Source: an optimization exercise on an open RTL-to-GDS flow (aim: a short achievable clock period and few clock cycles per item). Production flows keep margins and buffers that such runs may drop. Function was checked by simulation only, so behaviour that the tests miss may differ from the original. No activity file was given, so power comes from the tool's default toggle rates.

==> design.v <==
package rv_pkg;
    localparam int XLEN       = 32;   
    localparam int REG_ADDR_W = 5;
    localparam int NUM_REGS   = 32;
    localparam int PC_STEP    = 4;    
    localparam logic [31:0] NOP_INSTR = 32'h0000_0013;   
    typedef enum logic [6:0] {
        OPC_IMM   = 7'b0010011,
        OPC_REG   = 7'b0110011,
        OPC_LOAD  = 7'b0000011,
        OPC_STORE = 7'b0100011
    } opcode_e;
    localparam logic [2:0] F3_ADD_SUB = 3'b000;
    localparam logic [2:0] F3_SLL     = 3'b001;
    localparam logic [2:0] F3_LW      = 3'b010;   
    localparam logic [2:0] F3_XOR     = 3'b100;
    localparam logic [2:0] F3_SR      = 3'b101;   
    localparam logic [2:0] F3_OR      = 3'b110;
    localparam logic [2:0] F3_AND     = 3'b111;
    localparam logic [6:0] FUNCT7_ALT = 7'b0100000;   
    typedef enum logic [2:0] {
        ALU_ADD, ALU_SUB, ALU_SLL, ALU_SRL,
        ALU_SRA, ALU_XOR, ALU_OR, ALU_AND
    } alu_op_e;
    function automatic logic [31:0] ks_add(input logic [31:0] x, input logic [31:0] z,
                                           input logic cin);
        logic [31:0] g, p, p0;
        g  = x & z;
        p  = x ^ z;
        p0 = p;
        g[0] = g[0] | (p[0] & cin);
        for (int d = 1; d < 32; d = d * 2) begin
            for (int i = 31; i >= d; i--) begin
                g[i] = g[i] | (p[i] & g[i-d]);
                p[i] = p[i] & p[i-d];
            end
        end
        ks_add = p0 ^ {g[30:0], cin};
    endfunction
endpackage
`timescale 1ns/1ps
module rv_alu (
    input  logic [31:0] a,       
    input  logic [31:0] b,       
    input  logic [31:0] as,      
    input  logic [3:0]  sh1,     
    input  logic [7:0]  sh4,     
    input  logic [31:0] al,      
    input  logic [31:0] bl,      
    input  logic        arith,   
    input  logic        sel_xor,
    input  logic        sel_or,
    input  logic        sel_and,
    output logic [31:0] sum,
    output logic [31:0] dif,
    output logic [31:0] shl,
    output logic [31:0] shr,
    output logic [31:0] lg       
);
    rv_add add_i (.a (a), .b (b), .y (sum));
    rv_add #(.SUB (1'b1)) sub_i (.a (a), .b (b), .y (dif));
    rv_shl shl_i (.a (as), .s1 (sh1), .s4 (sh4), .y (shl));
    rv_shr shr_i (.a (as), .s1 (sh1), .s4 (sh4), .arith (arith), .y (shr));
    rv_logic logic_i (.a (al), .b (bl), .sel_xor (sel_xor), .sel_or (sel_or),
                      .sel_and (sel_and), .y (lg));
endmodule
module rv_shl (
    input  logic [31:0] a,
    input  logic [3:0]  s1,
    input  logic [7:0]  s4,
    output logic [31:0] y
);
    logic [31:0] t;
    logic [31:0] a1, a2, a3, t4, t8, t12, t16, t20, t24, t28;
    assign a1  = {a[30:0], 1'b0};
    assign a2  = {a[29:0], 2'b0};
    assign a3  = {a[28:0], 3'b0};
    rv_ao4v st1 (.s (s1), .d0 (a), .d1 (a1), .d2 (a2), .d3 (a3), .y (t));
    assign t4  = {t[27:0], 4'b0};
    assign t8  = {t[23:0], 8'b0};
    assign t12 = {t[19:0], 12'b0};
    assign t16 = {t[15:0], 16'b0};
    assign t20 = {t[11:0], 20'b0};
    assign t24 = {t[7:0], 24'b0};
    assign t28 = {t[3:0], 28'b0};
    rv_ao8 st4 (.s (s4), .d0 (t), .d1 (t4), .d2 (t8), .d3 (t12), .d4 (t16), .d5 (t20),
                .d6 (t24), .d7 (t28), .y (y));
endmodule
module rv_shr (
    input  logic [31:0] a,
    input  logic [3:0]  s1,
    input  logic [7:0]  s4,
    input  logic        arith,
    output logic [31:0] y
);
    logic [31:0] t;
    logic [31:0] a1, a2, a3, t4, t8, t12, t16, t20, t24, t28;
    logic        f;
    assign f   = arith & a[31];
    assign a1  = {{1{f}}, a[31:1]};
    assign a2  = {{2{f}}, a[31:2]};
    assign a3  = {{3{f}}, a[31:3]};
    rv_ao4v st1 (.s (s1), .d0 (a), .d1 (a1), .d2 (a2), .d3 (a3), .y (t));
    assign t4  = {{4{f}}, t[31:4]};
    assign t8  = {{8{f}}, t[31:8]};
    assign t12 = {{12{f}}, t[31:12]};
    assign t16 = {{16{f}}, t[31:16]};
    assign t20 = {{20{f}}, t[31:20]};
    assign t24 = {{24{f}}, t[31:24]};
    assign t28 = {{28{f}}, t[31:28]};
    rv_ao8 st4 (.s (s4), .d0 (t), .d1 (t4), .d2 (t8), .d3 (t12), .d4 (t16), .d5 (t20),
                .d6 (t24), .d7 (t28), .y (y));
endmodule
module rv_ao4v (
    input  logic [3:0]  s,
    input  logic [31:0] d0, d1, d2, d3,
    output logic [31:0] y
);
    logic [31:0] p0, p1;
    rv_aoi22 g0 (.s0 (s[0]), .d0 (d0), .s1 (s[1]), .d1 (d1), .y (p0));
    rv_aoi22 g1 (.s0 (s[2]), .d0 (d2), .s1 (s[3]), .d1 (d3), .y (p1));
    assign y = ~(p0 & p1);
endmodule
module rv_logic (
    input  logic [31:0] a,
    input  logic [31:0] b,
    input  logic        sel_xor,
    input  logic        sel_or,
    input  logic        sel_and,
    output logic [31:0] y
);
    assign y = ({32{sel_xor}} & (a ^ b)) | ({32{sel_or}} & (a | b)) |
               ({32{sel_and}} & (a & b));
endmodule
module rv_add #(
    parameter bit SUB = 1'b0    
) (
    input  logic [31:0] a,
    input  logic [31:0] b,
    output logic [31:0] y
);
    logic [31:0] g0n, t0n, x;
    logic [31:0] g1, t1, g2n, t2n, g3, t3, g4n, t4n, g5, t5;
    rv_pg #(.SUB (SUB)) pg_i (.a (a), .b (b), .gn (g0n), .tn (t0n), .x (x));
    rv_ksl #(.D (1),  .IN_INV (1'b1)) l1 (.gi (g0n), .ti (t0n), .go (g1),  .to (t1));
    rv_ksl #(.D (2),  .IN_INV (1'b0)) l2 (.gi (g1),  .ti (t1),  .go (g2n), .to (t2n));
    rv_ksl #(.D (4),  .IN_INV (1'b1)) l3 (.gi (g2n), .ti (t2n), .go (g3),  .to (t3));
    rv_ksl #(.D (8),  .IN_INV (1'b0)) l4 (.gi (g3),  .ti (t3),  .go (g4n), .to (t4n));
    rv_ksl #(.D (16), .IN_INV (1'b1)) l5 (.gi (g4n), .ti (t4n), .go (g5),  .to (t5));
    rv_ksum #(.SUB (SUB)) sum_i (.x (x), .c (g5), .y (y));
endmodule
module rv_pg #(
    parameter bit SUB = 1'b0
) (
    input  logic [31:0] a,
    input  logic [31:0] b,
    output logic [31:0] gn,
    output logic [31:0] tn,
    output logic [31:0] x
);
    logic [31:0] bb;
    assign bb = SUB ? ~b : b;
    always_comb begin
        gn = ~(a & bb);
        tn = ~(a | bb);
        if (SUB) gn[0] = ~(a[0] | bb[0]);   
        x  = a ^ bb;
    end
endmodule
module rv_ksl #(
    parameter int D      = 1,
    parameter bit IN_INV = 1'b0
) (
    input  logic [31:0] gi,
    input  logic [31:0] ti,
    output logic [31:0] go,
    output logic [31:0] to
);
    always_comb begin
        for (int i = 0; i < 32; i++) begin
            if (i >= D) begin
                if (IN_INV) begin
                    go[i] = ~(gi[i] & (ti[i] | gi[i-D]));
                    to[i] = ~(ti[i] | ti[i-D]);
                end else begin
                    go[i] = ~(gi[i] | (ti[i] & gi[i-D]));
                    to[i] = ~(ti[i] & ti[i-D]);
                end
            end else begin
                go[i] = ~gi[i];
                to[i] = 1'b0;   
            end
        end
    end
endmodule
module rv_ksum #(
    parameter bit SUB = 1'b0
) (
    input  logic [31:0] x,
    input  logic [31:0] c,
    output logic [31:0] y
);
    assign y = x ^ {c[30:0], SUB};
endmodule
`timescale 1ns/1ps
module rv_inc4 (
    input  logic [31:0] a,
    output logic [31:0] y
);
    assign y = a + 32'd4;
endmodule
`timescale 1ns/1ps
module rv_decode (
    input  logic [31:0] instr,
    output logic [4:0]  rd,
    output logic [4:0]  rs1,
    output logic [4:0]  rs2,
    output logic [31:0] imm,
    output logic        sel_imm,    
    output logic        is_alu,     
    output logic        is_load,    
    output logic        is_store,   
    output logic        reg_we,     
    output logic        op_sub,     
    output logic        op_add,
    output logic        op_sll,
    output logic        op_sr,
    output logic        op_arith,
    output logic        op_xor,
    output logic        op_or,
    output logic        op_and
);
    logic [6:0] opcode, funct7;
    logic [2:0] funct3;
    logic       f7_zero, f7_alt, is_op, is_imm;
    assign opcode = instr[6:0];
    assign rd     = instr[11:7];
    assign funct3 = instr[14:12];
    assign rs1    = instr[19:15];
    assign rs2    = instr[24:20];
    assign funct7 = instr[31:25];
    assign f7_zero = (funct7 == 7'b0000000);
    assign f7_alt  = (funct7 == 7'b0100000);
    assign is_op  = (opcode == 7'b0110011);
    assign is_imm = (opcode == 7'b0010011);
    always_comb begin
        op_sub   = 1'b0;
        op_add   = 1'b0;
        op_sll   = 1'b0;
        op_sr    = 1'b0;
        op_arith = 1'b0;
        op_xor   = 1'b0;
        op_or    = 1'b0;
        op_and   = 1'b0;
        is_alu   = 1'b0;
        case (funct3)
            3'b000: begin
                op_sub = is_op && f7_alt;
                op_add = !op_sub;
                is_alu = is_imm || (is_op && (f7_zero || f7_alt));
            end
            3'b001: begin
                op_sll = 1'b1;
                is_alu = (is_op || is_imm) && f7_zero;
            end
            3'b101: begin
                op_sr    = 1'b1;
                op_arith = f7_alt;
                is_alu   = (is_op || is_imm) && (f7_zero || f7_alt);
            end
            3'b100: begin
                op_xor = 1'b1;
                is_alu = is_imm || (is_op && f7_zero);
            end
            3'b110: begin
                op_or  = 1'b1;
                is_alu = is_imm || (is_op && f7_zero);
            end
            3'b111: begin
                op_and = 1'b1;
                is_alu = is_imm || (is_op && f7_zero);
            end
            default: is_alu = 1'b0;   
        endcase
        is_load  = (opcode == 7'b0000011) && (funct3 == 3'b010);
        is_store = (opcode == 7'b0100011) && (funct3 == 3'b010);
        if (is_load || is_store) begin
            op_add = 1'b1;
            op_sub = 1'b0;
            op_sll = 1'b0;
            op_sr  = 1'b0;
            op_xor = 1'b0;
            op_or  = 1'b0;
            op_and = 1'b0;
        end
    end
    assign sel_imm = !is_op;
    assign imm     = is_store ? {{20{instr[31]}}, instr[31:25], instr[11:7]}
                              : {{20{instr[31]}}, instr[31:20]};
    assign reg_we  = (is_alu || is_load) && (rd != 5'd0);
endmodule
`timescale 1ns/1ps
module rv_ao7 (
    input  logic [6:0]  s,
    input  logic [31:0] d0, d1, d2, d3, d4, d5, d6,
    output logic [31:0] y
);
    logic [31:0] p0, p1, p2, p3;
    rv_aoi22 g0 (.s0 (s[0]), .d0 (d0), .s1 (s[1]), .d1 (d1), .y (p0));
    rv_aoi22 g1 (.s0 (s[2]), .d0 (d2), .s1 (s[3]), .d1 (d3), .y (p1));
    rv_aoi22 g2 (.s0 (s[4]), .d0 (d4), .s1 (s[5]), .d1 (d5), .y (p2));
    rv_nand2s g3 (.s (s[6]), .d (d6), .y (p3));
    rv_nand4 g4 (.a (p0), .b (p1), .c (p2), .d (p3), .y (y));
endmodule
module rv_ao8 (
    input  logic [7:0]  s,
    input  logic [31:0] d0, d1, d2, d3, d4, d5, d6, d7,
    output logic [31:0] y
);
    logic [31:0] p0, p1, p2, p3;
    rv_aoi22 g0 (.s0 (s[0]), .d0 (d0), .s1 (s[1]), .d1 (d1), .y (p0));
    rv_aoi22 g1 (.s0 (s[2]), .d0 (d2), .s1 (s[3]), .d1 (d3), .y (p1));
    rv_aoi22 g2 (.s0 (s[4]), .d0 (d4), .s1 (s[5]), .d1 (d5), .y (p2));
    rv_aoi22 g3 (.s0 (s[6]), .d0 (d6), .s1 (s[7]), .d1 (d7), .y (p3));
    rv_nand4 g4 (.a (p0), .b (p1), .c (p2), .d (p3), .y (y));
endmodule
module rv_aoi22 (
    input  logic        s0,
    input  logic [31:0] d0,
    input  logic        s1,
    input  logic [31:0] d1,
    output logic [31:0] y
);
    assign y = ~(({32{s0}} & d0) | ({32{s1}} & d1));
endmodule
module rv_nand2s (
    input  logic        s,
    input  logic [31:0] d,
    output logic [31:0] y
);
    assign y = ~({32{s}} & d);
endmodule
module rv_nand4 (
    input  logic [31:0] a,
    input  logic [31:0] b,
    input  logic [31:0] c,
    input  logic [31:0] d,
    output logic [31:0] y
);
    assign y = ~(a & b & c & d);
endmodule
module rv_rfread (
    input  logic [31:1]        oh,
    input  logic               sw,
    input  logic               sv,
    input  logic               si,
    input  logic [31*32-1:0]   r,
    input  logic [31:0]        w,
    input  logic [31:0]        v,
    input  logic [31:0]        imm,
    output logic [31:0]        y
);
    always_comb begin
        y = ({32{sw}} & w) | ({32{sv}} & v) | ({32{si}} & imm);
        for (int i = 1; i < 32; i++) begin
            y = y | ({32{oh[i]}} & r[(i-1)*32 +: 32]);
        end
    end
endmodule
`timescale 1ns/1ps
module rv_core (
    input  logic                    clk,
    input  logic                    rst,
    input  logic [rv_pkg::XLEN-1:0] imem_data,
    output logic [rv_pkg::XLEN-1:0] imem_addr,
    input  logic [rv_pkg::XLEN-1:0] dmem_rdata,
    output logic [rv_pkg::XLEN-1:0] dmem_addr,
    output logic [rv_pkg::XLEN-1:0] dmem_wdata,
    output logic                    dmem_wen,
    output logic                    dmem_ren
);
    function automatic logic [3:0] dec4(input logic [1:0] v);
        dec4 = 4'b0001 << v;
    endfunction
    function automatic logic [7:0] dec8(input logic [2:0] v);
        dec8 = 8'b0000_0001 << v;
    endfunction
    logic [31:0] pc;
    logic        stall;
    logic [31:0] pc4;
    logic [31:0] pc8;
    rv_inc4 inc_i (.a (pc4), .y (pc8));
    always_ff @(posedge clk) begin
        if (rst) begin
            pc  <= '0;
            pc4 <= 32'd4;
        end else if (!stall) begin
            pc  <= pc4;
            pc4 <= pc8;
        end
    end
    assign imem_addr = pc;
    logic [31:0] e_a, e_b, e_as, e_sd, e_imm;
    logic [3:0]  e_sh1;
    logic [7:0]  e_sh4;
    logic        e_add, e_sub, e_sll, e_sr, e_arith, e_xor, e_or, e_and;
    logic        e_we, e_load, e_store, e_late;
    logic        e_la1, e_la2, e_lb1, e_lb2, e_s1, e_s2;
    logic [4:0]  e_rd;
    logic [31:0] m_res, m_addr, m_wdata;
    logic [31:0] m_a, m_b, m_as;
    logic [3:0]  m_sh1;
    logic [7:0]  m_sh4;
    logic        m_add, m_sub, m_sll, m_sr, m_arith, m_xor, m_or, m_and;
    logic        m_we, m_load, m_store, m_early, m_late;
    logic        m_ld;    
    logic [4:0]  m_rd;
    logic [31:0] wb_val, wb2_val;
    logic        wb_we, wb2_we;
    logic [4:0]  wb_rd, wb2_rd;
    logic [31:0] regs [1:31];
    logic [4:0]  dn_rd, dn_rs1, dn_rs2;
    logic [31:0] dn_imm;
    logic        dn_sel_imm, dn_alu, dn_load, dn_store, dn_we;
    logic        dn_sub, dn_add, dn_sll, dn_sr, dn_arith, dn_xor, dn_or, dn_and;
    rv_decode dec_i (
        .instr (imem_data), .rd (dn_rd), .rs1 (dn_rs1), .rs2 (dn_rs2), .imm (dn_imm),
        .sel_imm (dn_sel_imm), .is_alu (dn_alu), .is_load (dn_load), .is_store (dn_store),
        .reg_we (dn_we), .op_sub (dn_sub), .op_add (dn_add), .op_sll (dn_sll),
        .op_sr (dn_sr), .op_arith (dn_arith), .op_xor (dn_xor), .op_or (dn_or),
        .op_and (dn_and)
    );
    logic [4:0]  d_rd, d_rs1, d_rs2;
    logic [31:0] d_imm;
    logic        d_sel_imm, d_alu, d_load, d_store, d_we;
    logic        d_sub, d_add, d_sll, d_sr, d_arith, d_xor, d_or, d_and;
    logic        d_shift, d_logic, d_arith_op;
    logic [31:1] id_oh1, id_oh2;    
    always_ff @(posedge clk) begin
        if (rst) begin
            d_alu      <= 1'b0;
            d_load     <= 1'b0;
            d_store    <= 1'b0;
            d_we       <= 1'b0;
            d_shift    <= 1'b0;
            d_logic    <= 1'b0;
            d_arith_op <= 1'b1;
        end else if (!stall) begin
            d_alu      <= dn_alu;
            d_load     <= dn_load;
            d_store    <= dn_store;
            d_we       <= dn_we;
            d_shift    <= dn_alu && (dn_sll || dn_sr);
            d_logic    <= dn_alu && (dn_xor || dn_or || dn_and);
            d_arith_op <= !(dn_alu && (dn_sll || dn_sr || dn_xor || dn_or || dn_and));
        end
    end
    always_ff @(posedge clk) begin
        if (!stall) begin
            d_rd      <= dn_rd;
            d_rs1     <= dn_rs1;
            d_rs2     <= dn_rs2;
            d_imm     <= dn_imm;
            d_sel_imm <= dn_sel_imm;
            d_sub     <= dn_sub;
            d_add     <= dn_add;
            d_sll     <= dn_sll;
            d_sr      <= dn_sr;
            d_arith   <= dn_arith;
            d_xor     <= dn_xor;
            d_or      <= dn_or;
            d_and     <= dn_and;
            for (int i = 1; i < 32; i++) begin
                id_oh1[i] <= (dn_rs1 == 5'(i));
                id_oh2[i] <= (dn_rs2 == 5'(i));
            end
        end
    end
    logic [4:0]  nx_rs1, nx_rs2;
    logic [31:1] nx_oh1, nx_oh2;
    logic        nx_sel_imm, nx_shift, nx_logic, nx_arith_op, nx_alu;
    logic        ne_we, ne_slow;
    logic        ne_hit1, ne_hit2, nm_hit1, nm_hit2, nfo1, nfo2;
    logic        nby1w, nby1v, nby2w, nby2v;
    logic [4:0]  nk_ops;    
    logic [6:0]  nsa, nsb, nss;
    always_comb begin
        for (int i = 1; i < 32; i++) begin
            nx_oh1[i] = stall ? id_oh1[i] : (dn_rs1 == 5'(i));
            nx_oh2[i] = stall ? id_oh2[i] : (dn_rs2 == 5'(i));
        end
    end
    assign nx_rs1      = stall ? d_rs1 : dn_rs1;
    assign nx_rs2      = stall ? d_rs2 : dn_rs2;
    assign nx_sel_imm  = stall ? d_sel_imm : dn_sel_imm;
    assign nx_alu      = stall ? d_alu : dn_alu;
    assign nx_shift    = stall ? d_shift : (dn_alu && (dn_sll || dn_sr));
    assign nx_logic    = stall ? d_logic : (dn_alu && (dn_xor || dn_or || dn_and));
    assign nx_arith_op = !nx_shift && !nx_logic;    
    assign ne_we   = !stall && d_we;           
    assign ne_slow = d_load || d_late;
    assign nk_ops  = {d_alu && (d_xor || d_or || d_and), d_alu && d_sr, d_alu && d_sll,
                      d_alu && d_sub, d_alu && d_add};
    assign ne_hit1 = ne_we && (nx_rs1 == d_rd);
    assign ne_hit2 = ne_we && (nx_rs2 == d_rd);
    assign nm_hit1 = !ne_hit1 && e_we && (nx_rs1 == e_rd);
    assign nm_hit2 = !ne_hit2 && e_we && (nx_rs2 == e_rd);
    assign nfo1    = !ne_hit1 && !nm_hit1;
    assign nfo2    = !ne_hit2 && !nm_hit2;
    assign nby1w   = m_we && (nx_rs1 == m_rd);
    assign nby1v   = !nby1w && wb_we && (nx_rs1 == wb_rd);
    assign nby2w   = m_we && (nx_rs2 == m_rd);
    assign nby2v   = !nby2w && wb_we && (nx_rs2 == wb_rd);
    assign nsa = {nfo1, nm_hit1 && !e_late, {5{ne_hit1 && !ne_slow}} & nk_ops};
    assign nss = {nfo2, nm_hit2 && !e_late, {5{ne_hit2 && !ne_slow}} & nk_ops};
    assign nsb = nx_sel_imm ? 7'b100_0000 : nss;
    logic        s11, s12, s21, s22;
    logic [6:0]  sa_a, sa_as, sb_b, sb_sh, ss_sd;
    logic [31:1] oh1g, oh2g, oh2sg;
    logic        by1w, by1v, by2w, by2v, si2;
    logic        by2sw, by2sv, si2s;    
    always_ff @(posedge clk) begin
        s11   <= ne_hit1 && ne_slow;                  
        s12   <= ne_hit2 && ne_slow;
        s21   <= nm_hit1 && e_late;                   
        s22   <= nm_hit2 && e_late;
        sa_a  <= nsa & {7{!nx_shift}};    
        sa_as <= nsa & {7{nx_shift}};
        sb_b  <= nss & {7{!nx_shift && !nx_sel_imm}};    
        sb_sh <= nsb & {7{nx_shift}};
        ss_sd <= nss;
        by1w  <= nby1w;
        by1v  <= nby1v;
        by2w  <= nby2w;
        by2v  <= nby2v;
        si2   <= nx_sel_imm && !nx_shift;
        oh1g  <= nx_oh1 & {31{!nby1w && !nby1v}};
        oh2g  <= nx_oh2 & {31{!nby2w && !nby2v}};
        oh2sg <= nx_oh2 & {31{!nby2w && !nby2v && !nx_sel_imm && nx_shift}};
        by2sw <= nby2w && !nx_sel_imm && nx_shift;
        by2sv <= nby2v && !nx_sel_imm && nx_shift;
        si2s  <= nx_sel_imm && nx_shift;
    end
    logic [31:0] old1, old2, old2s;
    logic [31*32-1:0] regs_flat;
    always_comb begin
        for (int i = 1; i < 32; i++) begin
            regs_flat[(i-1)*32 +: 32] = regs[i];
        end
    end
    rv_rfread rd1_i (.oh (oh1g), .sw (by1w), .sv (by1v), .si (1'b0),
                     .r (regs_flat), .w (wb_val), .v (wb2_val), .imm (d_imm), .y (old1));
    rv_rfread rd2_i (.oh (oh2g), .sw (by2w), .sv (by2v), .si (1'b0),
                     .r (regs_flat), .w (wb_val), .v (wb2_val), .imm (d_imm), .y (old2));
    rv_rfread rd2s_i (.oh (oh2sg), .sw (by2sw), .sv (by2sv), .si (si2s),
                      .r (regs_flat), .w (wb_val), .v (wb2_val), .imm (d_imm), .y (old2s));
    logic d_late;
    assign d_late = d_alu && (s11 || s21 || (!d_sel_imm && (s12 || s22)));
    assign stall  = (d_load || d_store) && (s11 || s21);
    logic [31:0] x_sum, x_dif, x_shl, x_shr, x_lg;
    logic [31:0] md;
    logic [31:0] e_a_d, e_as_d, e_b_d, e_sh_d, e_sd_d;
    rv_ao7 fwd_a (.s (sa_a), .d0 (x_sum), .d1 (x_dif), .d2 (x_shl),
                  .d3 (x_shr), .d4 (x_lg), .d5 (md), .d6 (old1), .y (e_a_d));
    rv_ao7 fwd_as (.s (sa_as), .d0 (x_sum), .d1 (x_dif), .d2 (x_shl),
                   .d3 (x_shr), .d4 (x_lg), .d5 (md), .d6 (old1), .y (e_as_d));
    rv_ao8 fwd_b (.s ({si2, sb_b}), .d0 (x_sum), .d1 (x_dif), .d2 (x_shl),
                  .d3 (x_shr), .d4 (x_lg), .d5 (md), .d6 (old2), .d7 (d_imm), .y (e_b_d));
    rv_ao7 fwd_sh (.s (sb_sh), .d0 (x_sum), .d1 (x_dif), .d2 (x_shl),
                   .d3 (x_shr), .d4 (x_lg), .d5 (md), .d6 (old2s), .y (e_sh_d));
    rv_ao7 fwd_sd (.s (ss_sd),
                   .d0 (x_sum), .d1 (x_dif), .d2 (x_shl), .d3 (x_shr), .d4 (x_lg),
                   .d5 (md), .d6 (old2), .y (e_sd_d));
    always_ff @(posedge clk) begin
        if (rst || stall) begin
            e_we    <= 1'b0;
            e_load  <= 1'b0;
            e_store <= 1'b0;
            e_late  <= 1'b0;
            e_sub   <= 1'b0;
            e_add   <= 1'b0;
            e_sll   <= 1'b0;
            e_sr    <= 1'b0;
            e_xor   <= 1'b0;
            e_or    <= 1'b0;
            e_and   <= 1'b0;
        end else begin
            e_we    <= d_we;
            e_load  <= d_load;
            e_store <= d_store;
            e_late  <= d_late;
            e_sub   <= d_alu && d_sub;
            e_add   <= d_alu && d_add;
            e_sll   <= d_alu && d_sll;
            e_sr    <= d_alu && d_sr;
            e_xor   <= d_alu && d_xor;
            e_or    <= d_alu && d_or;
            e_and   <= d_alu && d_and;
        end
    end
    always_ff @(posedge clk) begin
        e_a     <= e_a_d;
        e_b     <= e_b_d;
        e_as    <= e_as_d;
        e_sh1   <= dec4(e_sh_d[1:0]) & {4{d_shift}};
        e_sh4   <= dec8(e_sh_d[4:2]) & {8{d_shift}};
        e_sd    <= e_sd_d;
        e_imm   <= d_imm;
        e_rd    <= d_rd;
        e_arith <= d_arith;
        e_la1   <= s11;
        e_la2   <= s21;
        e_lb1   <= !d_sel_imm && s12;
        e_lb2   <= !d_sel_imm && s22;
        e_s1    <= s12;
        e_s2    <= s22;
    end
    rv_alu alu_e (
        .a (e_a), .b (e_b), .as (e_as), .sh1 (e_sh1), .sh4 (e_sh4), .al (e_a), .bl (e_b),
        .arith (e_arith), .sel_xor (e_xor), .sel_or (e_or), .sel_and (e_and),
        .sum (x_sum), .dif (x_dif), .shl (x_shl), .shr (x_shr), .lg (x_lg)
    );
    logic [31:0] x_y, x_addr;
    rv_add agu_i (.a (e_a), .b (e_imm), .y (x_addr));
    rv_ao7 res_e (.s ({2'b00, 1'b1, e_sr, e_sll, e_sub, e_add}), .d0 (x_sum), .d1 (x_dif),
                  .d2 (x_shl), .d3 (x_shr), .d4 (x_lg), .d5 ('0), .d6 ('0), .y (x_y));
    logic [31:0] l_sum, l_dif, l_shl, l_shr, l_lg;
    logic [31:0] e_shv;
    always_comb begin
        e_shv = '0;
        for (int k = 0; k < 4; k++) if (e_sh1[k]) e_shv[1:0] = e_shv[1:0] | 2'(k);
        for (int k = 0; k < 8; k++) if (e_sh4[k]) e_shv[4:2] = e_shv[4:2] | 3'(k);
    end
    logic [31:0] m_wdata_d, m_a_d, m_b_d, m_as_d, m_sh_d;
    logic [5:0]  v1;     
    logic [7:0]  sla, slb, sls;
    assign v1  = {m_ld, m_xor || m_or || m_and, m_sr, m_sll, m_sub, m_add};
    assign sla = {!e_la1 && !e_la2, e_la2, {6{e_la1}} & v1};
    assign slb = {!e_lb1 && !e_lb2, e_lb2, {6{e_lb1}} & v1};
    assign sls = {!e_s1 && !e_s2, e_s2, {6{e_s1}} & v1};
    rv_ao8 lat_a (.s (sla), .d0 (l_sum), .d1 (l_dif), .d2 (l_shl), .d3 (l_shr), .d4 (l_lg),
                  .d5 (dmem_rdata), .d6 (wb_val), .d7 (e_a), .y (m_a_d));
    rv_ao8 lat_as (.s (sla), .d0 (l_sum), .d1 (l_dif), .d2 (l_shl), .d3 (l_shr), .d4 (l_lg),
                   .d5 (dmem_rdata), .d6 (wb_val), .d7 (e_as), .y (m_as_d));
    rv_ao8 lat_b (.s (slb), .d0 (l_sum), .d1 (l_dif), .d2 (l_shl), .d3 (l_shr), .d4 (l_lg),
                  .d5 (dmem_rdata), .d6 (wb_val), .d7 (e_b), .y (m_b_d));
    rv_ao8 lat_sh (.s (slb), .d0 (l_sum), .d1 (l_dif), .d2 (l_shl), .d3 (l_shr), .d4 (l_lg),
                   .d5 (dmem_rdata), .d6 (wb_val), .d7 (e_shv), .y (m_sh_d));
    rv_ao8 lat_sd (.s (sls), .d0 (l_sum), .d1 (l_dif), .d2 (l_shl), .d3 (l_shr), .d4 (l_lg),
                   .d5 (dmem_rdata), .d6 (wb_val), .d7 (e_sd), .y (m_wdata_d));
    always_ff @(posedge clk) begin
        if (rst) begin
            m_we    <= 1'b0;
            m_load  <= 1'b0;
            m_store <= 1'b0;
            m_early <= 1'b0;
            m_late  <= 1'b0;
            m_sub   <= 1'b0;
            m_add   <= 1'b0;
            m_sll   <= 1'b0;
            m_sr    <= 1'b0;
            m_xor   <= 1'b0;
            m_or    <= 1'b0;
            m_and   <= 1'b0;
        end else begin
            m_we    <= e_we;
            m_load  <= e_load;
            m_store <= e_store;
            m_early <= e_we && !e_load && !e_late;
            m_late  <= e_late;
            m_sub   <= e_late && e_sub;
            m_add   <= e_late && e_add;
            m_sll   <= e_late && e_sll;
            m_sr    <= e_late && e_sr;
            m_xor   <= e_late && e_xor;
            m_or    <= e_late && e_or;
            m_and   <= e_late && e_and;
        end
    end
    always_ff @(posedge clk) begin
        m_res   <= x_y;                                   
        m_addr  <= x_addr;                                
        m_wdata <= m_wdata_d;
        m_a     <= m_a_d;
        m_b     <= m_b_d;
        m_as    <= m_as_d;
        m_sh1   <= dec4(m_sh_d[1:0]);
        m_sh4   <= dec8(m_sh_d[4:2]);
        m_rd    <= e_rd;
        m_arith <= e_arith;
        m_ld    <= e_load;
    end
    assign dmem_addr  = m_addr;
    assign dmem_wdata = m_wdata;
    assign dmem_wen   = m_store;
    assign dmem_ren   = m_load;
    rv_alu alu_m (
        .a (m_a), .b (m_b), .as (m_as), .sh1 (m_sh1), .sh4 (m_sh4), .al (m_a), .bl (m_b),
        .arith (m_arith), .sel_xor (m_xor), .sel_or (m_or), .sel_and (m_and),
        .sum (l_sum), .dif (l_dif), .shl (l_shl), .shr (l_shr), .lg (l_lg)
    );
    assign md = ({32{m_ld}} & dmem_rdata) | ({32{m_early}} & m_res);
    logic [31:0] wb_d;
    rv_ao7 res_m (.s ({m_early, m_ld, 1'b1, m_sr, m_sll, m_sub, m_add}), .d0 (l_sum),
                  .d1 (l_dif), .d2 (l_shl), .d3 (l_shr), .d4 (l_lg), .d5 (dmem_rdata),
                  .d6 (m_res), .y (wb_d));
    always_ff @(posedge clk) begin
        if (rst) begin
            wb_we  <= 1'b0;
            wb2_we <= 1'b0;
        end else begin
            wb_we  <= m_we;
            wb2_we <= wb_we;
        end
    end
    always_ff @(posedge clk) begin
        wb_val <= wb_d;
        wb_rd  <= m_rd;
    end
    always_ff @(posedge clk) begin
        if (wb_we) begin
            wb2_val <= wb_val;
            wb2_rd  <= wb_rd;
        end
    end
    logic [31:1] rf_we;
    always_ff @(posedge clk) begin
        for (int i = 1; i < 32; i++) begin
            if (rst) begin
                rf_we[i] <= 1'b0;
            end else begin
                rf_we[i] <= wb_we && (wb_rd == 5'(i));
            end
        end
    end
    always_ff @(posedge clk) begin
        for (int i = 1; i < 32; i++) begin
            if (rst) begin
                regs[i] <= '0;
            end else if (rf_we[i]) begin
                regs[i] <= wb2_val;
            end
        end
    end
endmodule
==> flow/run.sh <==
#!/bin/bash
# Standard layout (the standard.sh, standard synthesis unchanged) with
# two changes: ports get buf_4 buffers instead of the default pick, and the
# resizer may swap a cell for any cell of the same function.
set -euo pipefail
bash standard.sh \
    "BUFFER_PORTS_ARGS=-buffer_cell sky130_fd_sc_hd__buf_4" \
    MATCH_CELL_FOOTPRINT=0 \
    finish > flow_make.log 2>&1
==> standard.sh <==
#!/bin/bash
# synth_recipe.tcl (not shown) runs the flow's synth.tcl, then flattens the netlist and writes it again
# the make line also repeats each setting of config.mk as NAME=value (left out here)
make -C /OpenROAD-flow-scripts/flow DESIGN_CONFIG=/design/flow/config.mk WORK_HOME=/design/flow/orfs CLKGATE_MAP_FILE= SYNTH_SCRIPT=/design/flow/synth_recipe.tcl "${@:-finish}"
==> config.mk <==
export PLATFORM = sky130hd
export DESIGN_NAME = rv_core
export DESIGN_NICKNAME = rv_core
export VERILOG_FILES = /design/flow/design.v
export SDC_FILE = /design/flow/constraint.sdc
export NUM_CORES = 4
export LEC_CHECK = 0
export CAP_MARGIN = 20
export CELL_PAD_IN_SITES_DETAIL_PLACEMENT = 1
export CELL_PAD_IN_SITES_GLOBAL_PLACEMENT = 1
export CORE_MARGIN = 2
export CORE_UTILIZATION = 35
export CTS_CLUSTER_DIAMETER = 120
export CTS_CLUSTER_SIZE = 22
export SETUP_SLACK_MARGIN = 3.4
export SLEW_MARGIN = 20
export SYNTH_HIERARCHICAL = 1
export TNS_END_PERCENT = 30
==> constraint.sdc <==
create_clock -name core_clock -period 6.0 [get_ports {clk}]
set_input_delay 1.2000 -clock core_clock [delete_from_list [all_inputs] [get_ports {clk}]]
set_output_delay 1.2000 -clock core_clock [all_outputs]
set_load 0.01 [all_outputs]
==> summary.txt, run 1 <==
status complete, no violations; initial antenna violation count 57; die area 315,000 µm²; Crit. End Element flip-flop; Detailed Route WL 715 mm; num rows 204; Pre-antenna DRT Iters 19; grt total ovfl 0; pre-CTS WS 2.21 ns; crit start category flip-flop; most frequent cells in the layout 3,055 x a22oi_1, 1,463 x dfxtp_1, 1,182 x nor2_1; global-route wire length before repair 961 mm; wire per inst 41.1 µm; Worst-path clk slew 0.11 ns; CP Class flip-flop to flip-flop; largest net degree at the start of global routing 203; P_leak 0.0456 µW; RSZ-0062 raised after global routing yes; minimum clock period 3.01 ns; Post-Syn Area 109,000 µm²; Final period util 50.2%; H-tree Lvls 3; Root Buffer Master clkbuf_16; max_slew headroom 11.4%; CP Max Fanout 12; Die Width 561 µm; CTS tree done; final setup fails 0; Core Region 309,000 µm²; Least-Margin Pin Slew 1.33 ns; DR iter-0 viols 18,700; Seq pwr share 50.1%; proportion of layout cells with a drive suffix above 1 18.9%; clock buffer depth 4; total power 25,500 µW; Initial Util 35.2%; nets@finish 13,700; Switching Share 32.2%; CP required 6.71 ns; VDD IR max 235 µV; via count 120,000; Placer Congestion 1.04; Achievable Freq 0.332 GHz; vias in the first global route 115,000; worst skew pair latency 0.95 ns; worst hold path class flip-flop to flip-flop; post-DR vias/cell 6.87; Routed Antenna Nets 0; WP data arrival 3.72 ns; Ports 164; Max Slew Vio Count 0; synthesis-to-layout area growth 18.2%; hpwl dp 468 mm; max_cap viols 0; Power per Cell Area 198 nW/µm²; Sink Count 1,837; Net Sw Power 8210 µW; IO buf count 163; final instance area 129,000 µm²; most common cell after layout, fill and taps aside a22oi_1; Placed Area 113,000 µm²; CTS buffer count 105; gr usage total 43.0%; Die Ht 561 µm; Syn Inst Count 12,800; Final Hold Vio Count 0; Clk network pwr share 33.3%; drt drc 0; Yosys Warn Count 18; Logic pwr share 16.6%; cell internal pwr 17,300 µW; Syn Area/Cell 8.50 µm²; setup slack after layout 2.99 ns; Fin Clk Skew 0.0846 ns; Setup TNS 0 ns
## critical path: stages, from the launching register on
cell and delay (ns):
dfxtp_4 0.47, buf_12 0.23, buf_4 0.16, a22oi_1 0.22, nand4_1 0.15, nor4_2 0.64, nand4_1 0.37, nand2_1 0.23
nand4_1 0.28
## through the flow
stage               instances  utilization, %  hold slack (ns)
CTS                     17100            40.0            0.356
finish                  17400            41.6            0.356
detailed placement      16600            36.6            0.339
global placement        16600            36.6            0.333
floorplan               13100               -            0.323
global route            17400            41.6            0.373
## path summary, 6_finish.rpt
kind	start	end	slack, ns	depth (start not counted)
max	oh2g[15]	e_sd[1]	2.99	8
min	m_rd[0]	wb_rd[0]	0.36	0
max reg2reg	oh2g[15]	e_sd[1]	2.99	8
min reg2reg	m_rd[0]	wb_rd[0]	0.36	0
## flip-flops by register name (all words and copies together), names as in the netlist, 32 cells and up
register  cells
regs        992
d_imm        32
e_a          32
e_as         32
e_b          32
e_imm        32
e_sd         32
m_a          32
m_addr       32
m_as         32
m_b          32
m_res        32
m_wdata      32
pc4          32
pc           32
wb2_val      32
wb_val       32
## layout make-up
type	instances	area (µm²)
fill	35800	180000
multi-input combinational	9316	68300
sequential	1837	38300
timing repair buffer	1117	10500
tap	4120	5150
inverter	815	3100
clock buffer	140	2800
clock inverter	20	339
antenna	40	100
## timing repair
item,4_1_cts,5_1_grt
gates cloned,14,13
pin swaps,243,246
endpoints found under the setup margin,658,404
setup buffers,334,202
resized for setup,1055,699
hold buffers,0,0
## power groups by stage
stage	sequential (µW)	clock, µW	combinational [µW]
6_report	12800	8480	4230
5_1_grt	12800	8870	4310
4_1_cts	12800	8480	3580
3_5_place_dp	13100	0	2970
3_3_place_gp	13100	0	2950
2_1_floorplan	12900	0	1460
## per-layer routing
| layer | track usage (%) | wire length [µm] |
|---|---|---|
| met3 | 12.4 | 79900 |
| met1 | 50.2 | 256000 |
| met5 | 0.120 | 201 |
| met2 | 63.5 | 296000 |
| met4 | 39.2 | 82700 |
Testbench counts, summed over its fixed seeds: cycles 55,654, instrs 55,168.
==> run 2, diff against run 1 <==
--- a/design.v
+++ b/design.v
@@ -558,4 +558,13 @@
     assign d_late = d_alu && (s11 || s21 || (!d_sel_imm && (s12 || s22)));
-    assign stall  = (d_load || d_store) && (s11 || s21);
+    logic nx_ldst;
+    assign nx_ldst = stall ? (d_load || d_store) : (dn_load || dn_store);
+    always_ff @(posedge clk) begin
+        if (rst) begin
+            stall <= 1'b0;
+        end else begin
+            stall <= nx_ldst && ((ne_hit1 && ne_slow) || (nm_hit1 && e_late));
+        end
+    end
     logic [31:0] x_sum, x_dif, x_shl, x_shr, x_lg;
+    logic [31:0] y_sum, y_dif, y_shl, y_shr, y_lg;
     logic [31:0] md;
@@ -568,6 +577,6 @@
                   .d3 (x_shr), .d4 (x_lg), .d5 (md), .d6 (old2), .d7 (d_imm), .y (e_b_d));
-    rv_ao7 fwd_sh (.s (sb_sh), .d0 (x_sum), .d1 (x_dif), .d2 (x_shl),
-                   .d3 (x_shr), .d4 (x_lg), .d5 (md), .d6 (old2s), .y (e_sh_d));
+    rv_ao7 fwd_sh (.s (sb_sh), .d0 (y_sum), .d1 (y_dif), .d2 (y_shl),
+                   .d3 (y_shr), .d4 (y_lg), .d5 (md), .d6 (old2s), .y (e_sh_d));
     rv_ao7 fwd_sd (.s (ss_sd),
-                   .d0 (x_sum), .d1 (x_dif), .d2 (x_shl), .d3 (x_shr), .d4 (x_lg),
+                   .d0 (y_sum), .d1 (y_dif), .d2 (y_shl), .d3 (y_shr), .d4 (y_lg),
                    .d5 (md), .d6 (old2), .y (e_sd_d));
@@ -622,2 +631,7 @@
     );
+    rv_alu alu_e2 (
+        .a (e_a), .b (e_b), .as (e_as), .sh1 (e_sh1), .sh4 (e_sh4), .al (e_a), .bl (e_b),
+        .arith (e_arith), .sel_xor (e_xor), .sel_or (e_or), .sel_and (e_and),
+        .sum (y_sum), .dif (y_dif), .shl (y_shl), .shr (y_shr), .lg (y_lg)
+    );
     logic [31:0] x_y, x_addr;
==> run 2 against run 1 <==
Still clean. Total power up 4.9%. Maximum frequency rose by 0.83%. Sequential power hardly changed. Area after synthesis increased by 9.4%. Hold slack gained 0.011 ns. Worst setup slack better by 0.025 ns. Critical endpoint is now e_b[5].
==> summary.txt, run 2 <==
Least-Margin Pin Slew 1.32 ns (was 1.33 ns); Power per Cell Area 190 nW/µm² (was 198 nW/µm²); RSZ-0062 raised after global routing yes (unchanged); crit start category flip-flop (unchanged); Initial Util 35.1% (was 35.2%); Yosys Warn Count 18 (unchanged); global-route wire length before repair 1060 mm (was 961 mm); synthesis-to-layout area growth 18.6% (was 18.2%); Syn Area/Cell 8.33 µm² (was 8.50 µm²); worst skew pair latency 0.98 ns (was 0.95 ns); Die Width 587 µm (was 561 µm); Placer Congestion 1.04 (about the same); vias in the first global route 127,000 (was 115,000); max reg flops 992 (unchanged); footprint of the multi-input gates 77,600 µm² (was 68,300 µm²); Crit. End Element flip-flop (unchanged); Root Buffer Master clkbuf_16 (unchanged); Detailed Route WL 785 mm (was 715 mm); max_slew headroom 12.2% (was 11.4%); IO buf count 163 (unchanged); proportion of layout cells with a drive suffix above 1 18.3% (was 18.9%); Syn Inst Count 14,300 (was 12,800); worst hold path class flip-flop to flip-flop (unchanged); CP required 6.64 ns (was 6.71 ns); Final period util 49.8% (was 50.2%); num rows 214 (was 204); WP data arrival 3.62 ns (was 3.72 ns); final setup fails 0 (unchanged); max_cap viols 0 (unchanged); Pre-antenna DRT Iters 10 (was 19); largest net degree at the start of global routing 209 (was 203); hpwl dp 524 mm (was 468 mm); reg2reg path depth 7 (was 8); most common cell after layout, fill and taps aside a22oi_1 (unchanged); P_leak 0.0514 µW (was 0.0456 µW); drt drc 0 (unchanged); nets@finish 15,500 (was 13,700); Ports 164 (unchanged); Routed Antenna Nets 0 (unchanged); status complete, no violations (unchanged); most frequent cells in the layout 3,470 x a22oi_1, 1,468 x dfxtp_1, 1,308 x nor2_1 (was 3,055 x a22oi_1, 1,463 x dfxtp_1, 1,182 x nor2_1); die area 344,000 µm² (was 315,000 µm²); Final Hold Vio Count 0 (unchanged); Sink Count 1,838 (was 1,837); Max Slew Vio Count 0 (unchanged); Fin Clk Skew 0.103 ns (was 0.0846 ns); VDD IR max 268 µV (was 235 µV); Post-Syn Area 119,000 µm² (was 109,000 µm²); via count 131,000 (was 120,000); CP Class flip-flop to flip-flop (unchanged); minimum clock period 2.99 ns (was 3.01 ns); Core Region 339,000 µm² (was 309,000 µm²); worst hold stages 0 (unchanged); clock buffer depth 4 (unchanged); DR iter-0 viols 20,700 (was 18,700); Hold Buf Count CTS 0 (unchanged); Reg area 38,400 µm² (was 38,300 µm²); Biggest register regs (unchanged); H-tree Lvls 3 (unchanged); Fill cells 39,600 (was 35,800); CP Max Fanout 20 (was 12); CTS tree done (unchanged); initial antenna violation count 57 (unchanged); Worst-path clk slew 0.10 ns (was 0.11 ns); Achievable Freq 0.335 GHz (was 0.332 GHz); worst hold margin 0.367 ns (was 0.356 ns); post-DR vias/cell 6.75 (was 6.87); Setup TNS 0 ns (unchanged); gr usage total 43.1% (was 43.0%); wire per inst 40.4 µm (was 41.1 µm); Die Ht 587 µm (was 561 µm); CTS buffer count 112 (was 105); grt total ovfl 0 (unchanged)
-- run 2: worst paths after layout --
check / from / slack (ns) / end
hold / removal: s21 / 0.37 / e_la2
hold reg to reg: s21 / 0.37 / e_la2
setup / recovery: oh2g[27] / 3.01 / e_b[5]
setup reg to reg: oh2g[27] / 3.01 / e_b[5]
-- run 2: what timing repair did --
| action | 4_1_cts | 5_1_grt |
|---|---|---|
| gates resized for setup | 1136 | 756 |
| endpoints found under the hold margin | 0 | 0 |
| endpoints found under the setup margin | 654 | 509 |
| pin swaps | 234 | 195 |
| gates cloned | 11 | 10 |
| setup buffers | 381 | 171 |
-- run 2: layer usage --
layer / global-route usage, % / up-vias / part of all wire [%]
met4: 38.4 / 10 / 11
met1: 50.9 / 65900 / 36
met3: 13.1 / 2952 / 11
met5: 0 / - / 0.0087
li1: - / 53300 / -
met2: 62.9 / 9214 / 41
-- run 2: power breakdown --
part | switching, µW | internal, µW
logic | 3460 | 1660
clock network | 5160 | 3640
registers | 416 | 12400
-- run 2: area by class of cell --
cell class | instances | share of cell area, %
inverters | 1094 | 2.93
clock inverters | 31 | 0.309
multi-input cells | 10600 | 55.0
clock buffers | 153 | 2.13
repair buffers | 1198 | 8.29
well taps | 4536 | 4.03
diodes | 37 | 0.0657
flip-flops and latches | 1838 | 27.2
-- run 2: critical path, stage by stage, from the launching register on --
cell	delay, ns
dfxtp_4	0.44
buf_12	0.24
a22oi_2	0.20
nand4_1	0.20
nor4_4	0.49
nand4_1	0.31
a22oi_2	0.32
nand4_1	0.39
-- run 2: per-stage QoR --
stage	total power [µW]	util (%)	instances	cell area (µm²)	worst slack, ns
after CTS	26000	40.1	19200	136000	3.22
after global routing	27300	41.6	19400	141000	3.20
final	26800	41.6	19500	141000	3.01
after global placement	16700	36.6	18700	124000	1.89
after detailed placement	16700	36.6	18700	124000	1.92
after floorplan	14700	-	14700	121000	3.09
Testbench counts of run 2, summed over its fixed seeds: cycles 55,654, instrs 55,168.

static timing again, ports no longer ideal:
Ports are ideal in the flow. The routed layouts listed here were re-timed in OpenROAD.
Step 1: set_driving_cell puts a clkbuf_16 on clk and a buf_2 on each other input, an assumption about the parent block.
Step 2, shift: input delay + t, output delay - t, t = (earliest + latest rising clock arrival at the registers) / 2. This alone moves slack from input paths to output paths.
Slacks: no drivers / after step 1 / after step 2; pairs: no drivers / after step 1.
run | t (ns) | setup slack, ns | clock arrival spread, ns | worst data-port slew with drivers (ns)
run 1 | 1.028 | 2.990 / 2.990 / 2.481 | 0.089 / 0.089 | 0.15
run 2 | 1.058 | 3.015 / 3.015 / 2.587 | 0.127 / 0.127 | 0.08
After both steps every run listed still meets setup and hold. The setup slack of run 1, which loses most, moves by 0.000 ns with the drivers and by -0.509 ns with both steps.
